Context: an optimization exercise on an open-source flow, tuned for a short achievable clock period and few clock cycles per item. The choices shown serve that exercise and are no tape-out recipe. For this run, only the layout was checked, not whether the RTL still works. Power is estimated from default activity; no workload was simulated.

===== flow/design.v =====
`timescale 1ns / 1ps
`default_nettype none
package srig_pkg;
  localparam int MAX_GROUP     = 16;
  localparam int ELEMENT_WIDTH = 32;
  localparam int CFG_W         = 5;
  localparam int QUEUE_DEPTH   = 18;
endpackage
`default_nettype wire
`timescale 1ns / 1ps
`default_nettype none
module srig_cell #(
  parameter int WIDTH = 34
) (
  input  wire logic             clk,
  input  wire logic             push,
  input  wire logic             pop,
  input  wire logic             below_c,        
  input  wire logic             below_cm1,      
  input  wire logic             at_c,           
  input  wire logic             at_cm1,         
  input  wire logic [WIDTH-1:0] from_above,
  input  wire logic [WIDTH-1:0] from_below,
  input  wire logic [WIDTH-1:0] load_data,
  output logic      [WIDTH-1:0] data
);
  logic [WIDTH-1:0] data_r;
  logic [WIDTH-1:0] push_only;
  logic [WIDTH-1:0] push_pop;
  assign push_only = below_c   ? data_r     : (at_c   ? load_data : from_below);
  assign push_pop  = below_cm1 ? from_above : (at_cm1 ? load_data : data_r);
  always_ff @(posedge clk) begin
    if (push) begin
      data_r <= pop ? push_pop : push_only;
    end else if (pop) begin
      data_r <= from_above;
    end
  end
  assign data = data_r;
endmodule
`default_nettype wire
`timescale 1ns / 1ps
`default_nettype none
module srig_chain #(
  parameter int DEPTH = srig_pkg::QUEUE_DEPTH,
  parameter int WIDTH = 34
) (
  input  wire logic             clk,
  input  wire logic             push,
  input  wire logic             pop,
  input  wire logic [DEPTH-1:0] closed_t,
  input  wire logic [DEPTH-1:0] closed_nxt,
  input  wire logic [WIDTH-1:0] push_data,
  output logic      [WIDTH-1:0] head_data
);
  logic [WIDTH-1:0] cell_data [DEPTH];
  logic [DEPTH:0]   at_c_r;      
  always_ff @(posedge clk) begin
    at_c_r <= ~{1'b0, closed_nxt} & {closed_nxt, 1'b1};
  end
  for (genvar i = 0; i < DEPTH; i++) begin : g_cell
    logic t_below, t_above;
    logic [WIDTH-1:0] above_data;
    logic [WIDTH-1:0] below_data;
    if (i == 0) begin : g_head
      assign t_below    = 1'b1;
      assign below_data = push_data;
    end else begin : g_body_b
      assign t_below    = closed_t[i-1];
      assign below_data = cell_data[i-1];
    end
    if (i == DEPTH - 1) begin : g_tail
      assign t_above    = 1'b0;
      assign above_data = cell_data[i];
    end else begin : g_body_a
      assign t_above    = closed_t[i+1];
      assign above_data = cell_data[i+1];
    end
    srig_cell #(
      .WIDTH(WIDTH)
    ) u_cell (
      .clk       (clk),
      .push      (push),
      .pop       (pop),
      .below_c   (closed_t[i]),
      .below_cm1 (t_above),
      .at_c      (at_c_r[i]),
      .at_cm1    (at_c_r[i+1]),
      .from_above(above_data),
      .from_below(below_data),
      .load_data (push_data),
      .data      (cell_data[i])
    );
  end
  assign head_data = cell_data[0];
endmodule
`default_nettype wire
`timescale 1ns / 1ps
`default_nettype none
module stream_reverse_in_groups_unit #(
  parameter int MAX_GROUP     = srig_pkg::MAX_GROUP,
  parameter int ELEMENT_WIDTH = srig_pkg::ELEMENT_WIDTH
) (
  input  wire logic                            clk,
  input  wire logic                            rst_n,
  input  wire logic                            in_valid,
  output logic                                 in_stall,
  input  wire logic signed [ELEMENT_WIDTH-1:0] in_element,
  input  wire logic                            in_final_element,
  output logic                                 out_valid,
  input  wire logic                            out_stall,
  output logic signed      [ELEMENT_WIDTH-1:0] out_element_out,
  output logic                                 out_run_end,
  output logic                                 out_sequence_end,
  input  wire logic                            cfg_valid,
  output logic                                 cfg_ready,
  input  wire logic [srig_pkg::CFG_W-1:0]      cfg_group_size
);
  localparam int DEPTH = srig_pkg::QUEUE_DEPTH;
  localparam int EW    = ELEMENT_WIDTH;
  localparam int QW    = EW + 2;              
  localparam int CNT_W = $clog2(MAX_GROUP);
  logic                       in_stall_r;    
  logic                       room_r;        
  logic                       acc_r;         
  logic                       acc_nxt;
  logic [EW-1:0]              elem_r;
  logic                       fin_r;
  logic                       cfg_v_r;
  logic [MAX_GROUP-1:0]       cfg_oh_r;      
  logic [MAX_GROUP-1:0]       cfg_oh;
  assign cfg_ready = 1'b1;
  assign in_stall  = in_stall_r;
  assign acc_nxt   = rst_n && in_valid && room_r;
  always_comb begin
    cfg_oh = '0;
    if (cfg_group_size == '0) begin
      cfg_oh[0] = 1'b1;
    end else if (cfg_group_size > srig_pkg::CFG_W'(MAX_GROUP)) begin
      cfg_oh[MAX_GROUP-1] = 1'b1;
    end else begin
      cfg_oh[CNT_W'(cfg_group_size - 1'b1)] = 1'b1;
    end
  end
  always_ff @(posedge clk) begin
    elem_r   <= in_element;
    fin_r    <= in_final_element;
    cfg_oh_r <= cfg_oh;
    acc_r    <= acc_nxt;
    cfg_v_r  <= rst_n && cfg_valid;
  end
  logic [MAX_GROUP-1:0] szm1_oh_r;
  logic [MAX_GROUP-1:0] szm1_oh_nxt;
  logic [MAX_GROUP-1:0] open_t_r;
  logic [MAX_GROUP-1:0] open_t_nxt;
  logic                 ge_nxt;
  logic                 ac_r;
  always_comb begin
    szm1_oh_nxt = szm1_oh_r;
    open_t_nxt  = open_t_r;
    if (!rst_n) begin
      szm1_oh_nxt    = '0;
      szm1_oh_nxt[0] = 1'b1;
      open_t_nxt     = '0;
    end else begin
      if (cfg_v_r) begin
        szm1_oh_nxt = cfg_oh_r;
      end
      if (ac_r) begin
        open_t_nxt = '0;
      end else if (acc_r) begin
        open_t_nxt = {open_t_r[MAX_GROUP-2:1], 1'b1, 1'b0};
      end
    end
  end
  always_comb begin
    ge_nxt = szm1_oh_nxt[0];
    for (int j = 1; j < MAX_GROUP; j++) begin
      ge_nxt = ge_nxt || (szm1_oh_nxt[j] && open_t_nxt[j]);
    end
  end
  always_ff @(posedge clk) begin
    szm1_oh_r <= szm1_oh_nxt;
    open_t_r  <= open_t_nxt;
    ac_r      <= acc_nxt && (in_final_element || ge_nxt);
  end
  logic [DEPTH-1:0] closed_t;    
  logic [DEPTH-1:0] used_t;      
  logic [DEPTH-1:0] used_nxt;
  logic [DEPTH-1:0] closed_nxt;
  logic             pop_r;       
  logic             pop_nxt;
  logic [QW-1:0]    push_word;
  logic [QW-1:0]    head_word;
  assign push_word = {fin_r, !open_t_r[1], elem_r};
  srig_chain #(
    .DEPTH(DEPTH),
    .WIDTH(QW)
  ) u_chain (
    .clk       (clk),
    .push      (acc_r),
    .pop       (pop_r),
    .closed_t  (closed_t),
    .closed_nxt(closed_nxt),
    .push_data (push_word),
    .head_data (head_word)
  );
  always_comb begin
    used_nxt   = used_t;
    closed_nxt = closed_t;
    if (!rst_n) begin
      used_nxt   = '0;
      closed_nxt = '0;
    end else begin
      if (acc_r && !pop_r) begin
        used_nxt = {used_t[DEPTH-2:0], 1'b1};
      end else if (pop_r && !acc_r) begin
        used_nxt = {1'b0, used_t[DEPTH-1:1]};
      end
      if (ac_r) begin
        closed_nxt = used_nxt;
      end else if (pop_r) begin
        closed_nxt = {1'b0, closed_t[DEPTH-1:1]};
      end
    end
  end
  always_ff @(posedge clk) begin
    used_t   <= used_nxt;
    closed_t <= closed_nxt;
    in_stall_r <= used_nxt[DEPTH-2];
    room_r     <= !used_nxt[DEPTH-2];
  end
  logic          out_valid_r;    
  logic          out_empty_r;    
  logic          skid_valid_r;
  logic          out_take;
  logic          ov_nxt;
  logic          sv_nxt;
  logic          first_r;        
  logic          gfin_r;         
  logic [EW-1:0] pop_elem;
  logic          pop_run_end;
  logic          pop_seq_end;
  logic [EW-1:0] out_elem_r;
  logic          out_re_r;
  logic          out_se_r;
  logic [EW-1:0] skid_elem_r;
  logic          skid_re_r;
  logic          skid_se_r;
  assign pop_elem    = head_word[EW-1:0];
  assign pop_run_end = head_word[EW];
  assign pop_seq_end = head_word[EW] && (first_r ? head_word[EW+1] : gfin_r);
  assign out_take = out_empty_r || !out_stall;
  always_comb begin
    if (!rst_n) begin
      ov_nxt = 1'b0;
      sv_nxt = 1'b0;
    end else if (out_take) begin
      ov_nxt = skid_valid_r || pop_r;
      sv_nxt = skid_valid_r && pop_r;
    end else begin
      ov_nxt = 1'b1;
      sv_nxt = skid_valid_r || pop_r;
    end
  end
  assign pop_nxt = rst_n && (ac_r || closed_t[1] || (closed_t[0] && !pop_r))
                && !(ov_nxt && sv_nxt);
  always_ff @(posedge clk) begin
    out_valid_r  <= ov_nxt;
    out_empty_r  <= !ov_nxt;
    skid_valid_r <= sv_nxt;
    pop_r        <= pop_nxt;
    if (!rst_n) begin
      first_r <= 1'b1;
      gfin_r  <= 1'b0;
    end else if (pop_r) begin
      first_r <= pop_run_end;
      if (first_r) begin
        gfin_r <= head_word[EW+1];
      end
    end
  end
  always_ff @(posedge clk) begin
    if (out_take) begin
      if (skid_valid_r) begin
        out_elem_r <= skid_elem_r;
        out_re_r   <= skid_re_r;
        out_se_r   <= skid_se_r;
      end else begin
        out_elem_r <= pop_elem;
        out_re_r   <= pop_run_end;
        out_se_r   <= pop_seq_end;
      end
    end
    if (pop_r) begin
      skid_elem_r <= pop_elem;
      skid_re_r   <= pop_run_end;
      skid_se_r   <= pop_seq_end;
    end
  end
  assign out_valid        = out_valid_r;
  assign out_element_out  = out_elem_r;
  assign out_run_end      = out_re_r;
  assign out_sequence_end = out_se_r;
endmodule
`default_nettype wire

===== flow/run.sh =====
#!/bin/bash
# synth_recipe.tcl (not shown) runs the flow's synth.tcl, then flattens the netlist and writes it again
# the make line also repeats each setting of config.mk as NAME=value (left out here)
make -C /OpenROAD-flow-scripts/flow DESIGN_CONFIG=/design/flow/config.mk WORK_HOME=/design/flow/orfs CLKGATE_MAP_FILE= SYNTH_SCRIPT=/design/flow/synth_recipe.tcl finish

===== flow/config.mk =====
export PLATFORM = sky130hd
export DESIGN_NAME = stream_reverse_in_groups_unit
export DESIGN_NICKNAME = stream_reverse_in_groups_unit
export VERILOG_FILES = /design/flow/design.v
export SDC_FILE = /design/flow/constraint.sdc
export NUM_CORES = 4
export LEC_CHECK = 0
export ABC_CLOCK_PERIOD_IN_PS = 1200
export CAP_MARGIN = 20
export CORE_MARGIN = 2
export CORE_UTILIZATION = 40
export SETUP_SLACK_MARGIN = 1.2
export SLEW_MARGIN = 20

===== flow/constraint.sdc =====
create_clock -name core_clock -period 2.7 [get_ports {clk}]
set_input_delay 0.5400 -clock core_clock [delete_from_list [all_inputs] [get_ports {clk}]]
set_output_delay 0.5400 -clock core_clock [all_outputs]
set_load 0.01 [all_outputs]

==> notes.md <==
- Outcome: finished clean
- Number of antenna violations at the first check in global routing: 2
- Critical Path Max Stage Delay: 0.58 ns
- Clock tree from TritonCTS: done
- Layout overhead on the synthesized area: 56.5%
- Count of different cell masters after synthesis: 48
- R2r worst-path depth: 7
- Count of flip-flops with a built-in enable after synthesis: 680
- Horizontal die dimension: 360 um
- 1st-pass router iterations: 9
- Final weighted congestion in routability-driven placement: 0.776
- Pins Over Slew Limit: 0
- Hold Path Depth: 1
- Clock buffer depth: 3
- Vias per cell: 6.51
- Post-synthesis net count: 5281
- Cell with the most instances after synthesis: sky130_fd_sc_hd__nor2_1
- DRC marker count from the first detailed-route iteration: 6813
- Number of input and output port buffers inserted: 78
- Layout Utilization: 0.631
- Share of async-settable or async-resettable flops after synthesis: 0
- Synth warnings: 4
- RSZ-0062 raised after global routing: yes
- Overflow left after global routing: 0
- Number of cells in the design after placement: 6662
- Endpoint with the worst hold slack: elem_r[21]
- Predominant post-synthesis flop cell: sky130_fd_sc_hd__edfxtp_1
- Total standard cell area after synthesis: 50800 um2
- I/O Pins: 80
- Final net count: 5832
- First-pass GRT wire length: 301000 um
- Commonest cells in the synthesized netlist: sky130_fd_sc_hd__nor2_1, sky130_fd_sc_hd__a21oi_1, sky130_fd_sc_hd__edfxtp_1
- Overall Power: 66.9 mW
- Worst Max-Slew Pin Slew: 0.657 ns
- Pin count of the biggest net entering global routing: 71
- Global-route usage over all layers: 0.301
- Post-synthesis average cell area: 9.71 um2
- Fin crit share: 0.840
- Final wirelength: 228000 um
- Average wire length per cell after detail routing: 30.3 um
- Max capacitance violation total: 0
- Clock Pin Slew Worst Setup and Hold Paths: 0.07 ns
- Largest fanout on the critical path: 6
- Slowest-stage cell, CP: sky130_fd_sc_hd__mux2i_1
- Reg2Reg Setup Slack: 0.43 ns
- Worst setup skew after layout: 0.0331 ns
- Sequential area share after synthesis: 0.458
- Count of nets left with antenna violations after detail routing: 0
- Total of hold buffers inserted after clock tree synthesis: 0
- Starting density of the core: 0.404
- Worst min-delay path category: in2reg
- Share of cells above drive strength 1: 0.517
- Final-report hold violation count: 0
- Capture instance of the worst register-to-register path: u_chain.g_cell[10].u_cell.data_r[10]
- DRC violations left: 0
- Worst vdd rail ir drop: 0.637 mV
- Worst EP required: 3.23 ns
- Via Count: 48900
- Final min period: 2.27 ns
- Insertion delay to the later sink of the worst-skew pair: 0.78 ns
- Clk root buf: sky130_fd_sc_hd__clkbuf_16
- Maximum operating frequency: 441 MHz
- Setup slack after layout: 0.432 ns
- Register bit total from synthesis: 823
- H-tree levels: 3
- Vias in the first global route: 45600
- Number of cells produced by synthesis: 5231
- Hold wc startpoint: in_element[21]
- Launch instance of the worst register-to-register path: u_chain.at_c_r[11]
- CP Launch Type: flop
- Category of the most critical setup path: reg2reg
- Core area: 126000 um2
- Fillers: 8268
- Clk sinks: 823
- Data arrival time of the critical path: 2.80 ns
- Rel. slew slack: 0.549
- Dominant cells by area after synthesis: sky130_fd_sc_hd__edfxtp_1, sky130_fd_sc_hd__mux2_2, sky130_fd_sc_hd__mux2i_1
- Biggest area consumer among synthesized cells: sky130_fd_sc_hd__edfxtp_1
- Power per standard cell area: 841 nW/um2
- Area share of the leading cell type in the synthesized netlist: 0.402
- Leak: 29.1 nW
- Cell Count, Final, Fillers Out: 7512
- Endpoints failing setup: 0
- Standard-cell row count: 130
- Area of the die: 130000 um2
- Height of the die: 360 um
- Post-Place Setup Slack: 0.140 ns
- Crit. End Element: flop
- Number of CTS-inserted buffers: 97
- Crit path cell chain: buf_12 > buf_4 > mux2i_1 > nor2_1 > a21oi_2 > mux2_2 > a21oi_4
- HPWL after DPL: 78700 um
-- layer usage --
layer	GRT usage	vias up	wire, um
met1	0.371	23800	78900
met3	0.0564	1234	25100
met5	0	-	9
li1	-	20100	-
met4	0.192	2	22900
met2	0.484	3760	101000
-- sequential cells by signal, indices dropped and copies added (netlist names), 15 cells and up --
signal,count
u_chain.g_cell.u_cell.data_r,612
used_t,18
out_elem_r,32
elem_r,32
closed_t,17
u_chain.at_c_r,18
szm1_oh_r,16
cfg_oh_r,16
open_t_r,15
skid_elem_r,32
-- layout make-up --
type | instances | area (um2) | area share
antenna | 1 | 2.50 | 0.0000315
clock buffer | 125 | 2610 | 0.0329
clock inverter | 53 | 439 | 0.00552
inverter | 54 | 219 | 0.00275
multi-input combinational | 3848 | 33200 | 0.417
sequential | 823 | 23400 | 0.295
tap | 1650 | 2060 | 0.0260
timing repair buffer | 958 | 17600 | 0.221
-- power by group --
part           leakage [nW]  total [mW]  internal, mW  switching [mW]
Clock                  1.49        13.3          7.22            6.03
Sequential             7.67        20.0          17.2            2.86
Combinational          19.9        33.6          17.1            16.4
Total                  29.1        66.9          41.5            25.3
-- metrics by stage --
step                hold WS [ns]  cell area, um2  setup TNS (ns)
finish                     0.215           79500               0
floorplan                  0.433           50900        -1330.09
detailed placement         0.449           54000               0
CTS                        0.219           74300               0
global route               0.193           79500               0
global placement           0.452           54000               0
-- cell families after synthesis --
kind of cell / count (synthesis) / share of synthesized area
AND/OR/NAND/NOR: 1346 / 0.104
AO/OA/AOI/OAI: 1275 / 0.134
multiplexers: 1217 / 0.255
flip-flops: 823 / 0.458
buffers and inverters: 560 / 0.0465
adder cells (fa/ha/maj): 7 / 0.00172
XOR/XNOR: 2 / 0.000493
other: 1 / 0.0000738
-- layout by cell type, fill, tap and decap left out, drive strengths merged, types with 48 or more instances in the layout --
master  Yosys  final
a21oi    1086   1086
buf       270    873
clkbuf    236    164
clkinv      2     48
dfxtp     143    143
edfxtp    680    680
inv        52     54
mux2      608    608
mux2i     609    609
nand2     135    135
nor2     1122   1122
o21a       48     48
-- critical path, delay by kind of cell, from the launching register on --
kind	cells	cell delay, ns
DFF	1	0.37
and+or+nand+nor	1	0.18
muxes	2	0.82
buffers and inverters	2	0.33
AOI/OAI and AO/OA	2	0.32
-- what timing repair did --
action                                   CTS  global route
cloned                                   274            45
endpoints found under the hold margin      0             0
pin swaps                                511           310
setup buffers                            274            78
endpoints found under the setup margin  1350          1307
gates resized for setup                 2149           815
-- worst max path at each step --
stage,slack [ns],start,cells after the start,end
after global routing,0.52,u_chain.at_c_r[11],7,u_chain.g_cell[10].u_cell.data_r[10]
after global placement,0.19,rst_n,6,ac_r
after CTS,0.86,out_elem_r[3],1,out_element_out[3]
after detailed placement,0.14,rst_n,6,ac_r
final,0.43,u_chain.at_c_r[11],7,u_chain.g_cell[10].u_cell.data_r[10]
after floorplan,-2.99,pop_r,6,u_chain.at_c_r[1]

## port drivers added, routing unchanged
The flow's constraints put no driver on any port. The routed layout listed below was extracted and timed again, unchanged, in two steps.
Step 1 sets driving cells, clkbuf_16 on the clock port and buf_2 on the other inputs (assumed; they add their load-dependent delay and slew).
Step 2 also shifts input and output timing later by t, the mid clock arrival at the registers, as if the neighbouring blocks saw the same clock.
Slacks: no drivers / after step 1 / after step 2; pairs: no drivers / after step 1.
t, ns: 0.835
setup WS [ns]: 0.432 / 0.432 / 0.259
latest minus earliest clock arrival (ns): 0.040 / 0.039
After both steps this run still meets setup and hold. The setup slack of this run moves by 0.000 ns with the drivers and by -0.173 ns with both steps.
